What follows belongs to an exercise in optimizing a design on an open flow for small area, a short achievable clock period and few clock cycles; a production flow would make more cautious choices. RTL that was checked went through simulation tests only; none was proved equivalent to the original. No driver is modelled on the clock port, so clocking that relies on it looks cheaper here than on a real chip. Power is estimated from default activity; no workload was simulated.

==> job 8829: inputs <==
==> flow/design.v (excerpt) <==
module clock_sync_top (
	input  logic                          clk_i,
	input  logic                          arst_n_i,
	input  logic [7:0]                    mbox_addr_i,
	input  logic [7:0]                    mbox_data_i,
	input  logic                          mbox_we_i,
	input  logic [1:0]                    snapshot_req_i,
	output logic [15:0]                   local_count_o,
	output logic [127:0]                  results_o,
	output logic [15:0]                   status_o,
	output logic                          result_req_o,
	input  logic                          result_ack_i
);
==> flow/config.mk <==
export PLATFORM = sky130hd
export DESIGN_NAME = clock_sync_top
export DESIGN_NICKNAME = clock_sync_top
export VERILOG_FILES = /design/flow/design.v
export SDC_FILE = /design/flow/constraint.sdc
export NUM_CORES = 4
export LEC_CHECK = 0
export CAP_MARGIN = 20
export CORE_MARGIN = 2
export CORE_UTILIZATION = 65
export CTS_BUF_LIST = sky130_fd_sc_hd__clkbuf_8
export CTS_CLUSTER_DIAMETER = 80
export CTS_CLUSTER_SIZE = 16
export PLACE_DENSITY = 0.8
export SETUP_SLACK_MARGIN = 5
export SLEW_MARGIN = 20
==> flow/constraint.sdc <==
create_clock -name core_clock -period 9.0 [get_ports {clk_i}]
set_input_delay 1.8000 -clock core_clock [delete_from_list [all_inputs] [get_ports {clk_i}]]
set_output_delay 1.8000 -clock core_clock [all_outputs]
set_load 0.01 [all_outputs]
standard.sh (not shown) runs the stock make flow with config.mk's settings and CLKGATE_MAP_FILE= SYNTH_SCRIPT=/design/flow/synth_recipe.tcl, a recipe that flattens the netlist after the stock synthesis.
==> flow/flow/run.sh <==
#!/bin/bash
set -euo pipefail
bash standard.sh finish \
  MATCH_CELL_FOOTPRINT=0 \
  "BUFFER_PORTS_ARGS=-buffer_cell sky130_fd_sc_hd__buf_2" \
  > flow_make.log 2>&1
==> inputs of job 4859, as changes to job 8829 <==
--- a/flow/design.v
+++ b/flow/design.v
@@ -27,13 +27,13 @@
 module local_counter (
 	input  logic                      clk_i,
 	input  logic                      arst_n_i,
 	input  logic [1:0]                snapshot_req_i,
 	output clock_sync_pkg::stamp_t    count_o,
 	output logic                      cycle_start_o,
-	output logic [7:0]                snap_tx_n_o,
+	output logic [7:0]                snap_tx_o,
 	output logic [7:0]                snap_rx_o
 );
 	logic [7:0] count;
 	assign cycle_start_o = (count == 8'd199);
 	assign count_o = {8'd0, count};
 	always_ff @(posedge clk_i or negedge arst_n_i) begin
@@ -42,17 +42,17 @@
 		end else begin
 			count <= cycle_start_o ? 8'd0 : count + 8'd1;
 		end
 	end
 	always_ff @(posedge clk_i or negedge arst_n_i) begin
 		if (!arst_n_i) begin
-			snap_tx_n_o <= '1;
+			snap_tx_o <= '0;
 			snap_rx_o <= '0;
 		end else begin
 			if (snapshot_req_i[0]) begin
-				snap_tx_n_o <= ~count;
+				snap_tx_o <= count;
 			end
 			if (snapshot_req_i[1]) begin
 				snap_rx_o <= count;
 			end
 		end
 	end
@@ -71,28 +71,26 @@
 	logic [7:0] stamp_lo [14];
 	logic [7:0] stamp_hi [14];
 	logic [2:0] flags [4];
 	logic [3:0] rdy1;
 	logic [3:0] rdy2;
 	logic [3:0] chain_ok;
+	logic [3:0] node_hit;
 	logic [3:0] lo_hit;
 	logic [3:0] hi_hit;
 	logic [3:0] flag_hit;
-	logic [15:0] lo_en;
-	logic [15:0] hi_en;
+	logic stamp_off;
 	always_comb begin
 		for (int n = 0; n < 4; n++) begin
-			flag_hit[n] = mbox_we_i && (mbox_addr_i == 8'(16 + 16 * n + 2));
-			for (int k = 0; k < 4; k++) begin
-				lo_en[4 * n + k] = mbox_we_i && (mbox_addr_i == 8'(16 + 16 * n + 4 + 2 * k));
-				hi_en[4 * n + k] = mbox_we_i && (mbox_addr_i == 8'(16 + 16 * n + 5 + 2 * k));
-			end
-			lo_hit[n] = |lo_en[4 * n +: 4];
-			hi_hit[n] = |hi_en[4 * n +: 4];
-		end
-	end
+			node_hit[n] = mbox_we_i && (mbox_addr_i[7:4] == 4'(n + 1));
+		end
+	end
+	assign stamp_off = (mbox_addr_i[3:2] == 2'd1) || (mbox_addr_i[3:2] == 2'd2);
+	assign lo_hit = node_hit & {4{stamp_off & ~mbox_addr_i[0]}};
+	assign hi_hit = node_hit & {4{stamp_off & mbox_addr_i[0]}};
+	assign flag_hit = node_hit & {4{mbox_addr_i[3:0] == 4'd2}};
 	assign chain_ok = {rdy1[2:0] & rdy2[2:0], 1'b1};
 	always_comb begin
 		status_next_o = '0;
 		for (int n = 0; n < 4; n++) begin
 			status_next_o.rx_ok[n] = rdy1[n] & rdy2[n];
 			status_next_o.sync_ok[n] = status_next_o.rx_ok[n] & flags[n][0];
@@ -123,22 +121,22 @@
 			end
 		end
 	end
 	always_ff @(posedge clk_i or negedge arst_n_i) begin
 		if (!arst_n_i) begin
 			for (int i = 0; i < 14; i++) begin
-				stamp_lo[i] <= (i % 4 == 2) ? 8'hff : 8'h00;
-				stamp_hi[i] <= (i % 4 == 2) ? 8'hff : 8'h00;
+				stamp_lo[i] <= '0;
+				stamp_hi[i] <= '0;
 			end
 		end else begin
 			for (int i = 0; i < 14; i++) begin
-				if (lo_en[i]) begin
-					stamp_lo[i] <= (i % 4 == 2) ? ~mbox_data_i : mbox_data_i;
-				end
-				if (hi_en[i]) begin
-					stamp_hi[i] <= (i % 4 == 2) ? ~mbox_data_i : mbox_data_i;
+				if (lo_hit[i / 4] && mbox_addr_i[2:1] == 2'(i % 4 + 2)) begin
+					stamp_lo[i] <= mbox_data_i;
+				end
+				if (hi_hit[i / 4] && mbox_addr_i[2:1] == 2'(i % 4 + 2)) begin
+					stamp_hi[i] <= mbox_data_i;
 				end
 			end
 		end
 	end
 	always_comb begin
 		for (int i = 0; i < 14; i++) begin
@@ -148,13 +146,13 @@
 endmodule
 `timescale 1ns/1ps
 module offset_delay_calc (
 	input  logic                          clk_i,
 	input  logic                          arst_n_i,
 	input  logic                          cycle_start_i,
-	input  logic [7:0]                    snap_tx_n_i,
+	input  logic [7:0]                    snap_tx_i,
 	input  logic [7:0]                    snap_rx_i,
 	input  logic [16*14-1:0]              stamps_i,
 	input  clock_sync_pkg::node_status_t  status_next_i,
 	output logic                          cycle_take_o,
 	output logic [4*32-1:0]     results_o,
 	output clock_sync_pkg::node_status_t  status_o,
@@ -179,51 +177,44 @@
 			end
 			g = gn; p = pn;
 		end
 		for (int l = 2; l >= 0; l--) begin
 			gn = g; pn = p;
 			for (int i = 0; i < 16; i++) begin
-				if (i >= (2 << l) && ((i + 1) % (2 << l)) == (1 << l)) begin
+				if (i >= (2 << l) && (i % (2 << l)) == (1 << l) - 1 + 0 && ((i + 1) % (2 << l)) == (1 << l)) begin
 					gn[i] = g[i] | (p[i] & g[i - (1 << l)]);
 					pn[i] = p[i] & p[i - (1 << l)];
 				end
 			end
 			g = gn; p = pn;
 		end
 		cpa = h ^ {g[14:0], 1'b0};
 	endfunction
-	function automatic logic [15:0] csa_s(input logic [15:0] x, input logic [15:0] y,
-			input logic [15:0] z);
-		csa_s = x ^ y ^ z;
+	function automatic logic [15:0] add4(input logic [15:0] p, input logic [15:0] q,
+			input logic [15:0] r, input logic [15:0] s, input logic [1:0] cin);
+		logic [15:0] s1, c1, s2, c2;
+		s1 = p ^ q ^ r;
+		c1 = {(p[14:0] & q[14:0]) | (p[14:0] & r[14:0]) | (q[14:0] & r[14:0]), cin[0]};
+		s2 = s1 ^ c1 ^ s;
+		c2 = {(s1[14:0] & c1[14:0]) | (s1[14:0] & s[14:0]) | (c1[14:0] & s[14:0]), cin[1]};
+		add4 = cpa(s2, c2);
 	endfunction
-	function automatic logic [15:0] csa_c(input logic [15:0] x, input logic [15:0] y,
-			input logic [15:0] z, input logic cin);
-		csa_c = {(x[14:0] & y[14:0]) | (x[14:0] & z[14:0]) | (y[14:0] & z[14:0]), cin};
-	endfunction
 	always_comb begin
 		for (int k = 0; k < 4; k++) begin
-			logic [15:0] t0, t1, an, b, s1, c1, s2, c2;
+			logic [15:0] t0, t1, a, b;
 			t0 = stamps_i[16 * (4 * k) +: 16];
 			t1 = stamps_i[16 * (4 * k + 1) +: 16];
 			if (k == 0) begin
-				an = {8'hff, snap_tx_n_i};
+				a = {8'd0, snap_tx_i};
 				b = {8'd0, snap_rx_i};
 			end else begin
-				an = stamps_i[16 * (4 * k - 2) +: 16];
+				a = stamps_i[16 * (4 * k - 2) +: 16];
 				b = stamps_i[16 * (4 * k - 1) +: 16];
 			end
-			s1 = csa_s(t0, an, b);
-			c1 = csa_c(t0, an, b, 1'b1);
-			s2 = csa_s(s1, c1, ~t1);
-			c2 = csa_c(s1, c1, ~t1, 1'b1);
-			results_next[32 * k +: 16] = cpa(s2, c2);
-			s1 = csa_s(t0, an, t1);
-			c1 = csa_c(t0, an, t1, 1'b1);
-			s2 = csa_s(s1, c1, ~b);
-			c2 = csa_c(s1, c1, ~b, 1'b1);
-			results_next[32 * k + 16 +: 16] = cpa(s2, c2);
+			results_next[32 * k +: 16] = add4(t0, ~t1, ~a, b, 2'b11);
+			results_next[32 * k + 16 +: 16] = add4(t0, t1, ~a, ~b, 2'b11);
 		end
 	end
 	always_ff @(posedge clk_i) begin
 		if (cycle_take_o) begin
 			results_o <= results_next;
 			status_o <= status_next_i;
@@ -260,23 +251,23 @@
 	output logic [15:0]                   status_o,
 	output logic                          result_req_o,
 	input  logic                          result_ack_i
 );
 	logic cycle_start;
 	logic cycle_take;
-	logic [7:0] snap_tx_n;
+	logic [7:0] snap_tx;
 	logic [7:0] snap_rx;
 	logic [16*14-1:0] stamps;
 	clock_sync_pkg::node_status_t status_next;
 	local_counter u_local_counter (
 		.clk_i          (clk_i),
 		.arst_n_i       (arst_n_i),
 		.snapshot_req_i (snapshot_req_i),
 		.count_o        (local_count_o),
 		.cycle_start_o  (cycle_start),
-		.snap_tx_n_o    (snap_tx_n),
+		.snap_tx_o      (snap_tx),
 		.snap_rx_o      (snap_rx)
 	);
 	timestamp_store u_timestamp_store (
 		.clk_i         (clk_i),
 		.arst_n_i      (arst_n_i),
 		.mbox_addr_i   (mbox_addr_i),
@@ -287,13 +278,13 @@
 		.status_next_o (status_next)
 	);
 	offset_delay_calc u_offset_delay_calc (
 		.clk_i         (clk_i),
 		.arst_n_i      (arst_n_i),
 		.cycle_start_i (cycle_start),
-		.snap_tx_n_i   (snap_tx_n),
+		.snap_tx_i     (snap_tx),
 		.snap_rx_i     (snap_rx),
 		.stamps_i      (stamps),
 		.status_next_i (status_next),
 		.cycle_take_o  (cycle_take),
 		.results_o     (results_o),
 		.status_o      (status_o),
==> flow/flow/run.sh (replaced) <==
#!/bin/bash
set -euo pipefail
bash standard.sh finish \
  MATCH_CELL_FOOTPRINT=0 SETUP_SLACK_MARGIN=5.6 \
  "BUFFER_PORTS_ARGS=-buffer_cell sky130_fd_sc_hd__buf_2" \
  > flow_make.log 2>&1
Settings changed: CORE_UTILIZATION 65 to 40, CTS_BUF_LIST sky130_fd_sc_hd__clkbuf_8 to unset, CTS_CLUSTER_DIAMETER 80 to unset, CTS_CLUSTER_SIZE 16 to unset, PLACE_DENSITY 0.8 to 0.6, SETUP_SLACK_MARGIN 5 to unset.
==> inputs of job 7358, as changes to job 8829 <==
==> flow/flow/run.sh (replaced) <==
#!/bin/bash
set -euo pipefail
here=$(pwd)
bash standard.sh finish \
  MATCH_CELL_FOOTPRINT=0 SETUP_SLACK_MARGIN=5.3 \
  "BUFFER_PORTS_ARGS=-buffer_cell sky130_fd_sc_hd__buf_1" \
  POST_CTS_TCL=$here/flow/skew.tcl SKEW_BUF_CELL=sky130_fd_sc_hd__clkbuf_4 SKEW_PRE_CELL=sky130_fd_sc_hd__clkbuf_1 SKEW_OTHER_MARGIN=5.9 \
  > flow_make.log 2>&1
==> flow/flow/skew.tcl (new file) <==
# Useful skew for the stamp -> result paths. After clock tree synthesis, the result registers
# under each leaf clock net are moved, in groups of at most SKEW_MAX_FANOUT (8), behind one
# extra clock buffer driven by that leaf net,
# so they capture a little later than the stamp registers launch. Only the register-to-
# register paths into the result registers gain; their paths to the outputs lose. With
# SKEW_PRE_CELL set, a second, smaller buffer drives the extra buffer, for a longer delay.
set block [ord::get_db_block]
set master [[ord::get_db] findMaster $::env(SKEW_BUF_CELL)]
array set groups {}
foreach inst [$block getInsts] {
  if { [string match "u_offset_delay_calc.results_o*" [$inst getName]] } {
    set it [$inst findITerm CLK]
    lappend groups([[$it getNet] getName]) $it
  }
}
# at most SKEW_MAX_FANOUT registers behind each extra buffer, taken in order along x
set max_fanout 8
if { [info exists ::env(SKEW_MAX_FANOUT)] } {
  set max_fanout $::env(SKEW_MAX_FANOUT)
}
array set chunks {}
set c 0
foreach leaf [lsort [array names groups]] {
  set sorted [lsort -integer -index 0 [lmap it $groups($leaf) {
    list [lindex [[$it getInst] getLocation] 0] $it
  }]]
  set n [llength $sorted]
  set parts [expr { ($n + $max_fanout - 1) / $max_fanout }]
  set size [expr { ($n + $parts - 1) / $parts }]
  for { set i 0 } { $i < $n } { incr i $size } {
    set chunks($c) [list $leaf [lmap x [lrange $sorted $i [expr { $i + $size - 1 }]] { lindex $x 1 }]]
    incr c
  }
}
set k 0
foreach c [lsort -integer [array names chunks]] {
  lassign $chunks($c) leaf its
  set buf [odb::dbInst_create $block $master skew_buf_$k]
  set net [odb::dbNet_create $block clknet_skew_$k]
  $net setSigType CLOCK
  if { [info exists ::env(SKEW_PRE_CELL)] && $::env(SKEW_PRE_CELL) != "" } {
    set pre [odb::dbInst_create $block [[ord::get_db] findMaster $::env(SKEW_PRE_CELL)] skew_pre_$k]
    set mid [odb::dbNet_create $block clknet_skew_pre_$k]
    $mid setSigType CLOCK
    [$pre findITerm A] connect [$block findNet $leaf]
    [$pre findITerm X] connect $mid
    [$buf findITerm A] connect $mid
  } else {
    set pre ""
    [$buf findITerm A] connect [$block findNet $leaf]
  }
  [$buf findITerm X] connect $net
  set sx 0
  set sy 0
  foreach it $its {
    $it disconnect
    $it connect $net
    set loc [[$it getInst] getLocation]
    incr sx [lindex $loc 0]
    incr sy [lindex $loc 1]
  }
  set n [llength $its]
  $buf setLocation [expr { $sx / $n }] [expr { $sy / $n }]
  $buf setPlacementStatus PLACED
  if { $pre != "" } {
    $pre setLocation [expr { $sx / $n }] [expr { $sy / $n }]
    $pre setPlacementStatus PLACED
  }
  puts "skew: $n result registers under $leaf now behind skew_buf_$k"
  incr k
}
detailed_placement
estimate_parasitics -placement
# repair with the flow's setup margin, or with SKEW_REPAIR_MARGIN when that is set
set saved_margin $::env(SETUP_SLACK_MARGIN)
if { [info exists ::env(SKEW_REPAIR_MARGIN)] } {
  set ::env(SETUP_SLACK_MARGIN) $::env(SKEW_REPAIR_MARGIN)
}
repair_timing_helper
set ::env(SETUP_SLACK_MARGIN) $saved_margin
# with SKEW_OTHER_MARGIN set, one more repair towards that margin that leaves the logic in
# front of the result registers alone (it is held by set_dont_touch during the repair)
if { [info exists ::env(SKEW_OTHER_MARGIN)] } {
  set front [get_cells -of_objects [all_fanin -flat -to [get_pins u_offset_delay_calc.results_o*/D]]]
  set_dont_touch $front
  repair_timing -setup -setup_margin $::env(SKEW_OTHER_MARGIN) -repair_tns 100 -verbose
  unset_dont_touch $front
}
detailed_placement
check_placement -verbose
Settings changed: SETUP_SLACK_MARGIN 5 to unset.
==> run_results.csv <==
group,metric,value,unit
status,outcome,"finished clean",
setup_path,cpPeakStageDelay,0.59,ns
floorplanning,fp-row-count,71,
clock_network,cts_hold_buf,0,
power,p_sw,1.75,mW
cells_and_area,diodes,3,
setup_path,setup.worst_path.start_class,"flip-flop",
synthesis,synth_compound_area_share,3.66,%
setup_path,cp_cell_sequence,"fa_1 > fa_1 > fa_1 > nand3_1 > nand2_1 > a21oi_2 > o31ai_1 > fa_1 > xor2_1 > xnor2_1 > xnor2_1",
cells_and_area,inv_count,280,
cells_and_area,reg.largest.list,"u_offset_delay_calc.results_o x128, u_timestamp_store.stamp_hi x112, u_timestamp_store.stamp_lo x112",
power,p_int,3.36,mW
synthesis,avgSynthCellArea,13.5,um^2
synthesis,ys_seq_area_share,44.9,%
cells_and_area,num-clock-buffers,30,
The numbers above come from job 8829.

==> run_results.csv <==
group,metric,value,unit
status,outcome,"finished clean",
setup_path,setup.worst_path.start_class,"flip-flop",
drt,drtIter0Drc,700,
cells_and_area,inv_count,455,
power,p_int,4.93,mW
synthesis,synthTopCellsByCount,"inv_1 (455), dfrtp_1 (270), fa_1 (268)",
synthesis,avgSynthCellArea,12.6,um^2
floorplanning,fp-row-count,92,
clock_network,cts_hold_buf,0,
power,p_sw,2.48,mW
cells_and_area,diodes,1,
cells_and_area,reg.largest.list,"u_offset_delay_calc.results_o x128, u_timestamp_store.stamp_hi x112, u_timestamp_store.stamp_lo x112",
synthesis,synth_compound_area_share,3.91,%
setup_path,cpPeakStageDelay,0.53,ns
clock_network,cts.reportedPaths.clkPinSlew,0.06,ns
setup_path,cp_cell_sequence,"inv_1 > fa_1 > inv_1 > fa_1 > ha_1 > a21oi_2 > o21ai_2 > a31oi_2 > o31ai_4 > fa_2 > xor2_2 > xnor2_2 > xnor2_1",
cells_and_area,num-clock-buffers,67,
The numbers above come from job 4859.

==> run_results.csv <==
group,metric,value,unit
status,failed_stage,"4_1_cts",
synthesis,synth_compound_area_share,3.66,%
floorplanning,fp-row-count,71,
synthesis,ys_seq_area_share,44.9,%
placement,io_buffers,174,
status,outcome,"stopped before the end",
floorplanning,start_util,66.0,%
status,error_line,"Error: cts.tcl, 90 invalid command name \"all_fanin\"",
synthesis,synthAdderAreaFrac,28.5,%
floorplanning,fp.dieW,200,um
synthesis,avgSynthCellArea,13.5,um^2
floorplanning,io_pins,183,
The numbers above come from job 7358.

Testbench counts of job 8829, summed over its fixed seeds: cycles 240.
Testbench counts of job 7358, summed over its fixed seeds: cycles 240.
For job 4859, only the layout was checked, not whether the RTL still works.

==> separate check: timing with driven ports <==
Ports are ideal in the flow. The routed layouts listed here were re-timed in OpenROAD. Step 1: set_driving_cell puts a clkbuf_16 on clk_i and a buf_2 on each other input, an assumption about the parent block. Step 2 moves the port delays by t, midway between the first and last clock arrival at a register: inputs arrive t later, outputs are due t later. That takes back most of the time a late clock gives input paths. Three values: ideal, step 1, step 2; two values: the first two.
| run | t (ns) | setup WS [ns] | hold slack, ns | pins driven straight from the clock port |
|---|---|---|---|---|
| job 8829 | 0.690 | 5.213 / 5.213 / 4.850 | 0.500 / 0.500 / 0.500 | 1 |
| job 4859 | 0.641 | 5.379 / 5.379 / 5.013 | 0.505 / 0.505 / 0.505 | 1 |
After both steps every run listed still meets setup and hold. The setup slack of job 4859, which loses most, moves by 0.000 ns with the drivers and by -0.366 ns with both steps.
